Context: an optimization exercise on an open-source flow, tuned for small area. The choices shown serve that exercise and are no tape-out recipe.
Where RTL was checked, it was by simulation tests only, not by an equivalence proof against the original.

==> module conv_mac, before the edit <==
module conv_mac
#(
    parameter int          ACCW = 25,
    parameter logic [19:0] BC   = '0      
) (
    input  wire        clk,
    input  wire [19:0] x,
    input  wire        en,       
    input  wire        neg,      
    input  wire        bias,     
    input  wire        clr,      
    input  wire        sh,       
    output logic [19:0] res
);
    logic [ACCW-1:0] acc;
    logic [19:0]     xo;
    logic [ACCW-1:0] a, b, s;
    logic [ACCW:0]   c;
    logic            pos, ngx, one;
    assign pos = en & ~neg;      
    assign ngx = en &  neg;      
    assign one = ~en & neg;      
    assign xo  = (x & {20{pos}}) | (~x & {20{ngx}}) | {20{one}} | (BC & {20{bias}});
    always_comb begin
        for (int i = 0; i < ACCW; i++) begin
            a[i] = acc[i];
            b[i] = (i < 20) ? xo[i] : xo[19];
        end
        c[0] = neg;
        for (int i = 0; i < ACCW; i++) begin
            s[i]   = a[i] ^ b[i] ^ c[i];
            c[i+1] = (a[i] & b[i]) | (c[i] & (a[i] ^ b[i]));
        end
    end
    always_ff @(posedge clk) begin
        acc <= clr ? '0 : sh ? {s[ACCW-1], s[ACCW-1:1]} : s;
    end
    assign res = acc[19:0];
endmodule
Settings: LEC_CHECK=0, ABC_AREA=1, CAP_MARGIN=20, CORE_MARGIN=2, CORE_UTILIZATION=55, CTS_CLUSTER_DIAMETER=50, CTS_CLUSTER_SIZE=10, SLEW_MARGIN=20; clock period 12.5 ns.
standard.sh (not shown) runs the stock make flow with config.mk's settings and CLKGATE_MAP_FILE= SYNTH_SCRIPT=/design/flow/synth_recipe.tcl, a recipe that flattens the netlist after the stock synthesis.
==> flow/flow/run.sh <==
#!/bin/bash
set -euo pipefail
rm -rf scripts_area
cp -r "$FLOW_HOME/scripts" scripts_area
cp flow/abc_area.script scripts_area/abc_area.script
export BUFFER_PORTS_ARGS="-buffer_cell sky130_fd_sc_hd__buf_1"
export CTS_ARGS="-sink_clustering_enable -repair_clock_nets -sink_clustering_size 10 -sink_clustering_max_diameter 50 -dont_use_dummy_load"
bash standard.sh ABC_AREA=1 SCRIPTS_DIR="$PWD/scripts_area" > standard.log 2>&1
==> flow/flow/abc_area.script <==
strash
&get -n
&deepsyn -T 60
&put
dch -f
amap
topo
The first run finished clean.
Rerun with:
--- a/flow/design.v
+++ b/flow/design.v
@@ -77,9 +77,11 @@
             c[i+1] = (a[i] & b[i]) | (c[i] & (a[i] ^ b[i]));
         end
     end
+    logic [ACCW-1:0] accn;
     always_ff @(posedge clk) begin
-        acc <= clr ? '0 : sh ? {s[ACCW-1], s[ACCW-1:1]} : s;
+        accn <= ~(clr ? '0 : sh ? {s[ACCW-1], s[ACCW-1:1]} : s);
     end
+    assign acc = ~accn;
     assign res = acc[19:0];
 endmodule
 `default_nettype wire
Outcome: The changed run ran to the end with no violations. Die area went down by 0.70%. Count of clock-buffer cells in the layout does not change. Fmax stays flat. Design area went down by 1.5%. Via count went down by 2.2%.
For the second run of this note, only the layout was checked, not whether the RTL still works.

---

Another version of the RTL of conv_top (not shown whole).
For scale: ~680 cells after synthesis, about 75 flip-flops, roughly 110 I/O pins, about 0.0055 mm^2 of cells after synthesis.
==> module conv_top, before the edit <==
module conv_top
#(
    parameter int IMG_BITS = 6    
) (
    input  wire               clk,
    input  wire               rst,
    input  wire               ready,
    input  wire [19:0]        idata,
    input  wire [19:0]        cdata_rd,
    output logic              busy,
    output logic              cwr,
    output logic              crd,
    output logic [11:0]       iaddr,
    output logic [11:0]       caddr_wr,
    output logic [11:0]       caddr_rd,
    output logic [19:0]       cdata_wr,
    output logic [2:0]        csel
);
    logic [7-1:0]     cyc;        
    logic [11:0]     pix;        
    logic            flag;       
    logic rm, rp, cm, cp, p0, q0, p1, q1;
    logic sh0, sh1, wr, rd, pw, kb, pb, lc;
    logic [8-1:0] rom_a, ctl;
    logic [8-1:0] rom_b;
    logic [7-1:0] cyc_nx;
    conv_rom_a u_rom_a (.c (cyc_nx), .o (rom_a));
    conv_rom_b u_rom_b (.c (cyc), .o (rom_b));
    assign {rm, rp, cm, cp, p0, q0, p1, q1} = ctl;
    assign {sh0, sh1, wr, rd, pw, kb, pb, lc} = rom_b;
    logic [12:0]     pc;         
    logic [11:0]     pix_inc;
    logic [7:0]   cc;         
    logic [7-1:0] cyc_inc;
    always_comb begin
        pc[0] = lc;
        for (int i = 0; i < 12; i++) begin
            pix_inc[i] = pix[i] ^ pc[i];
            pc[i+1]    = pix[i] & pc[i];
        end
        cc[0] = 1'b1;
        for (int i = 0; i < 7; i++) begin
            cyc_inc[i] = cyc[i] ^ cc[i];
            cc[i+1]    = cyc[i] & cc[i];
        end
    end
    always_ff @(posedge clk or posedge rst) begin
        if (rst)
            busy <= 1'b0;
        else if (busy)
            busy <= !(lc && pc[12]);
        else
            busy <= ready;
    end
    assign cyc_nx = (busy && !lc) ? cyc_inc : '0;
    always_ff @(posedge clk) begin
        cyc <= cyc_nx;
        ctl <= ctl_nx;
        pix <= pix_nx;
    end
    logic [11:0] pix_nx;
    logic [5:0]  row_n, col_n;
    logic        rm_n, rp_n, cm_n, cp_n, p0_n, q0_n, p1_n, q1_n, pad_n;
    logic [8-1:0] ctl_nx;
    assign {rm_n, rp_n, cm_n, cp_n, p0_n, q0_n, p1_n, q1_n} = rom_a;
    assign pix_nx = busy ? pix_inc : 12'd0;
    assign row_n  = {pix_nx[11:7], pix_nx[1]};
    assign col_n  = {pix_nx[6:2],  pix_nx[0]};
    assign pad_n  = (rm_n && row_n == 6'd0) || (rp_n && row_n == 6'd63) ||
                    (cm_n && col_n == 6'd0) || (cp_n && col_n == 6'd63);
    assign ctl_nx = {rm_n, rp_n, cm_n, cp_n,
                     p0_n & ~pad_n, q0_n & ~(p0_n & pad_n),
                     p1_n & ~pad_n, q1_n & ~(p1_n & pad_n)};
    logic [5:0] row, col, nrow, ncol;
    logic [6:0] rt, ct;
    assign row = {pix[11:7], pix[1]};
    assign col = {pix[6:2],  pix[0]};
    always_comb begin
        rt[0] = rm | rp;
        ct[0] = cm | cp;
        for (int i = 0; i < 6; i++) begin
            nrow[i]  = row[i] ^ rt[i];
            ncol[i]  = col[i] ^ ct[i];
            rt[i+1]  = rt[i] & (row[i] ^ rm);
            ct[i+1]  = ct[i] & (col[i] ^ cm);
        end
    end
    assign iaddr = {nrow, ncol};
    logic        en0, en1;
    logic [19:0] res0, res1;
    logic nz0, ng0, bs0, nz1, ng1, bs1;
    assign nz0 = p0;
    assign ng0 = p0 & q0;
    assign bs0 = ~p0 & q0;
    assign nz1 = p1;
    assign ng1 = p1 & q1;
    assign bs1 = ~p1 & q1;
    assign en0 = nz0;
    assign en1 = nz1;
    logic clr;
    assign clr = lc | ~busy;    
    conv_mac #(.ACCW(23), .BC(20'h02621)) u_mac0 (
        .clk (clk), .x (idata), .en (en0), .neg (ng0), .bias (bs0),
        .clr (clr), .sh (sh0), .res (res0)
    );
    conv_mac #(.ACCW(23), .BC(20'hEE52B)) u_mac1 (
        .clk (clk), .x (idata), .en (en1), .neg (ng1), .bias (bs1),
        .clr (clr), .sh (sh1), .res (res1)
    );
    logic [18:0] val;
    logic [19:0] gc;             
    logic        k0, k1;
    assign k0  = ~kb & ~res0[19];                    
    assign k1  =  kb & ~res1[19];
    assign val = (res0[18:0] & {19{k0}}) | (res1[18:0] & {19{k1}});
    always_comb begin
        gc[0] = 1'b0;
        for (int i = 0; i < 19; i++)
            gc[i+1] = (val[i] & ~cdata_rd[i]) | (gc[i] & (val[i] | ~cdata_rd[i]));
    end
    always_ff @(posedge clk) begin
        if (rd)
            flag <= gc[19] || (pix[1:0] == 2'd0);    
    end
    assign cwr      = busy && (wr || (pw && flag));
    assign crd      = busy && rd;
    assign csel     = {pb & kb, pb ^ kb, ~kb};
    assign caddr_rd = {2'b00, pix[11:7], pix[6:2]};
    assign caddr_wr = pb ? caddr_rd : {pix[11:7], pix[1], pix[6:2], pix[0]};
    assign cdata_wr = {1'b0, val};
endmodule
Settings: LEC_CHECK=0, ABC_AREA=1, CAP_MARGIN=20, CORE_MARGIN=2, CORE_UTILIZATION=55, CTS_CLUSTER_DIAMETER=50, CTS_CLUSTER_SIZE=10, SLEW_MARGIN=20; clock period 12.5 ns.
Scripts as last shown in full above: flow/flow/run.sh, flow/flow/abc_area.script
The baseline went through all stages and came out clean.
==> next run, changes <==
--- a/flow/design.v
+++ b/flow/design.v
@@ -394,26 +394,14 @@
     end
     assign cyc_nx = (busy && !lc) ? cyc_inc : '0;
     always_ff @(posedge clk) begin
         cyc <= cyc_nx;
-        ctl <= ctl_nx;
-        pix <= pix_nx;
+        ctl <= rom_a;
+        pix <= busy ? pix_inc : 12'd0;
     end
-    logic [11:0] pix_nx;
-    logic [5:0]  row_n, col_n;
-    logic        rm_n, rp_n, cm_n, cp_n, p0_n, q0_n, p1_n, q1_n, pad_n;
-    logic [8-1:0] ctl_nx;
-    assign {rm_n, rp_n, cm_n, cp_n, p0_n, q0_n, p1_n, q1_n} = rom_a;
-    assign pix_nx = busy ? pix_inc : 12'd0;
-    assign row_n  = {pix_nx[11:7], pix_nx[1]};
-    assign col_n  = {pix_nx[6:2],  pix_nx[0]};
-    assign pad_n  = (rm_n && row_n == 6'd0) || (rp_n && row_n == 6'd63) ||
-                    (cm_n && col_n == 6'd0) || (cp_n && col_n == 6'd63);
-    assign ctl_nx = {rm_n, rp_n, cm_n, cp_n,
-                     p0_n & ~pad_n, q0_n & ~(p0_n & pad_n),
-                     p1_n & ~pad_n, q1_n & ~(p1_n & pad_n)};
     logic [5:0] row, col, nrow, ncol;
     logic [6:0] rt, ct;
+    logic       pad;
     assign row = {pix[11:7], pix[1]};
     assign col = {pix[6:2],  pix[0]};
     always_comb begin
         rt[0] = rm | rp;
@@ -424,8 +412,9 @@
             rt[i+1]  = rt[i] & (row[i] ^ rm);
             ct[i+1]  = ct[i] & (col[i] ^ cm);
         end
     end
+    assign pad   = rt[6] | ct[6];    
     assign iaddr = {nrow, ncol};
     logic        en0, en1;
     logic [19:0] res0, res1;
     logic nz0, ng0, bs0, nz1, ng1, bs1;
@@ -434,10 +423,10 @@
     assign bs0 = ~p0 & q0;
     assign nz1 = p1;
     assign ng1 = p1 & q1;
     assign bs1 = ~p1 & q1;
-    assign en0 = nz0;
-    assign en1 = nz1;
+    assign en0 = nz0 & ~pad;
+    assign en1 = nz1 & ~pad;
     logic clr;
     assign clr = lc | ~busy;    
     conv_mac #(.ACCW(23), .BC(20'h02621)) u_mac0 (
         .clk (clk), .x (idata), .en (en0), .neg (ng0), .bias (bs0),
Outcome: The new run finished clean. Utilization came out lower by 0.52 points. Hold slack loses 0.074 ns. Clock-buffer cell count stays the same. Final area came out lower by 1.3%. Wire length came out lower by 2.0%. Cell count came out higher by 2.0%.
No functional check of the RTL was part of the first run of this note.

==> re-timing with driven ports <==
Ports are ideal in the flow. The routed layouts listed here were re-timed in OpenROAD. Step 1 sets driving cells, clkbuf_16 on the clock port and buf_2 on the other inputs (assumed; they add their load-dependent delay and slew). Step 2 moves the port delays by t, midway between the first and last clock arrival at a register: inputs arrive t later, outputs are due t later. That takes back most of the time a late clock gives input paths. Slacks: ideal ports / drivers / drivers and shift; pairs: ideal ports / drivers.
run | shift t [ns] | setup WS [ns] | worst slew at a driven data input, ns
the first run of note 1 | 0.383 | 0.422 / 0.436 / 0.053 | 0.05
the second run of note 1 | 0.381 | 0.400 / 0.414 / 0.034 | 0.03
the first run of note 2 | 0.376 | 0.363 / 0.374 / -0.002 | 0.04
the second run of note 2 | 0.383 | 0.422 / 0.436 / 0.053 | 0.05
Met with ideal ports but missed after step 2: setup timing in the first run of note 2.
